From an optimization exercise on the open Yosys and OpenROAD flow, aimed at small area; shortcuts taken in it are not production practice. The RTL was checked by simulation tests, not by an equivalence proof against the original design. The clock port is modelled as an ideal driver; clocking choices that lean on that would not hold on a real chip.

red:
==> flow/design.v (excerpt) <==
module ho2mx_rx_splitter #(
    parameter int DATA_W = 512,
    parameter int USER_W = 10,
    parameter int CNT_W  = 32
) (
    input  logic                  clk,
    input  logic                  rst,
    input  logic                  in_tvalid,
    output logic                  in_tready,
    input  logic [DATA_W-1:0]     in_tdata,
    input  logic [DATA_W/8-1:0]   in_tkeep,
    input  logic                  in_tlast,
    input  logic [USER_W-1:0]     in_tuser_vendor,
    output logic                  req_tvalid,
    input  logic                  req_tready,
    output logic [DATA_W-1:0]     req_tdata,
    output logic [DATA_W/8-1:0]   req_tkeep,
    output logic                  req_tlast,
    output logic [USER_W-1:0]     req_tuser_vendor,
    output logic                  cpl_tvalid,
    input  logic                  cpl_tready,
    output logic [DATA_W-1:0]     cpl_tdata,
    output logic [DATA_W/8-1:0]   cpl_tkeep,
    output logic                  cpl_tlast,
    output logic [USER_W-1:0]     cpl_tuser_vendor,
    output logic [CNT_W-1:0]      req_pkt_cnt,
    output logic [CNT_W-1:0]      cpl_pkt_cnt
);
export LEC_CHECK = 0
export CAP_MARGIN = 20
export CORE_AREA = 5 5 675 675
export DIE_AREA = 0 0 680 680
export SLEW_MARGIN = 20
export SYNTH_HIERARCHICAL = 1
export SYNTH_MINIMUM_KEEP_SIZE = 0
create_clock -name core_clock -period 5.0 [get_ports {clk}]
standard.sh (not shown) runs the stock make flow with config.mk's settings and CLKGATE_MAP_FILE= SYNTH_SCRIPT=/design/flow/synth_recipe.tcl, a recipe that flattens the netlist after the stock synthesis.
==> flow/flow/run.sh <==
#!/bin/bash
set -euo pipefail
HERE=$(pwd)
export AREA_ABC_SCRIPT=$HERE/flow/area.abc
export BUFFER_PORTS_ARGS="-buffer_cell sky130_fd_sc_hd__buf_1"
sed "s#SYNTH_SCRIPT=[^ ]*#SYNTH_SCRIPT=$HERE/flow/synth.tcl#" standard.sh > own_standard.sh
grep -q "SYNTH_SCRIPT=$HERE/flow/synth.tcl" own_standard.sh

bash own_standard.sh place > make_place.log 2>&1

RES=$HERE/orfs/results/${FLOW_PLATFORM}/ho2mx_rx_splitter/base
BASE="-sink_clustering_enable -repair_clock_nets -dont_use_dummy_load"
CTS_ARGS="$BASE -buf_list {sky130_fd_sc_hd__clkbuf_8}"
BEST_AREA=""
for cand in "12 40" "11 40" "10 40" "9 40" "8 40" "8 30" "6 30"; do
  set -- $cand
  try="$BASE -buf_list {sky130_fd_sc_hd__clkbuf_8} -sink_clustering_buffer sky130_fd_sc_hd__clkbuf_4 -sink_clustering_size $1 -sink_clustering_max_diameter $2"
  log=$HERE/cts_try_${1}_${2}.log
  TRY_CTS_ARGS="$try" PLACE_ODB=$RES/3_place.odb PLACE_SDC=$RES/3_place.sdc \
    openroad -no_init -exit $HERE/flow/pick_cts.tcl > "$log" 2>&1 || continue
  read -r slew area < <(awk '/^PICK_CTS /{print $2, $3}' "$log") || continue
  [[ -n "${slew:-}" && -n "${area:-}" ]] || continue
  if awk -v s="$slew" 'BEGIN{exit !(s <= 0.105)}' &&
     { [[ -z "$BEST_AREA" ]] || awk -v a="$area" -v b="$BEST_AREA" 'BEGIN{exit !(a < b)}'; }; then
    BEST_AREA=$area
    CTS_ARGS="$try"
  fi
done
echo "chosen CTS_ARGS: $CTS_ARGS (clock buffer area ${BEST_AREA:-n/a})" > cts_choice.log
export CTS_ARGS

bash own_standard.sh finish > make.log 2>&1
Other scripts of this flow, unchanged in this note and not shown: flow/flow/area.abc, flow/flow/pick_cts.tcl, flow/flow/synth.tcl
Modified inputs, blue compared to red
# red
export LEC_CHECK = 0
export CAP_MARGIN = 20
export CORE_AREA = 5 5 675 675
export DIE_AREA = 0 0 680 680
export SLEW_MARGIN = 20
export SYNTH_HIERARCHICAL = 1
export SYNTH_MINIMUM_KEEP_SIZE = 0
create_clock -name core_clock -period 5.0 [get_ports {clk}]
# blue
export LEC_CHECK = 0
export CAP_MARGIN = 20
export CORE_AREA = 5 5 445 445
export DIE_AREA = 0 0 450 450
export SLEW_MARGIN = 20
export SYNTH_HIERARCHICAL = 1
export SYNTH_MINIMUM_KEEP_SIZE = 0
create_clock -name core_clock -period 5.0 [get_ports {clk}]
-- flow/flow/run.sh --
<<< red, line 5
export BUFFER_PORTS_ARGS="-buffer_cell sky130_fd_sc_hd__buf_1"
sed "s#SYNTH_SCRIPT=[^ ]*#SYNTH_SCRIPT=$HERE/flow/synth.tcl#" standard.sh > own_standard.sh
>>> blue, line 5
export BUFFER_PORTS_ARGS="-buffer_cell sky130_fd_sc_hd__buf_1"
export PLACE_PINS_ARGS="-min_distance 1 -min_distance_in_tracks"
sed "s#SYNTH_SCRIPT=[^ ]*#SYNTH_SCRIPT=$HERE/flow/synth.tcl#" standard.sh > own_standard.sh
==> comparison <==
- Flow for blue halted at global routing, error code GRT-0116.
- Cmp blue and red / detailed placement HPWL / higher: red
- As far as adder-cell area share of the yosys netlist goes, blue and red are indistinguishable; the numbers are identical.
- The initial core utilization of blue exceeds that of red by 21 points.

## port drivers added, routing unchanged
No port has a modelled driver above. Below, the same layout with a new extraction and two added sets of constraints.
Step 1 sets driving cells, clkbuf_16 on the clock port and buf_2 on the other inputs (assumed; they add their load-dependent delay and slew).
Step 2 moves the port delays by t, midway between the first and last clock arrival at a register: inputs arrive t later, outputs are due t later. That takes back most of the time a late clock gives input paths.
a / b / c = ideal / step 1 / step 2; a / b = the first two.
run: red
shift t [ns]: 1.096
setup slack, ns: 1.278 / 1.181 / 1.390
clock arrival spread, ns: 0.148 / 0.147
After both steps red still meets setup and hold. The setup slack of red moves by -0.097 ns with the drivers and by +0.112 ns with both steps.
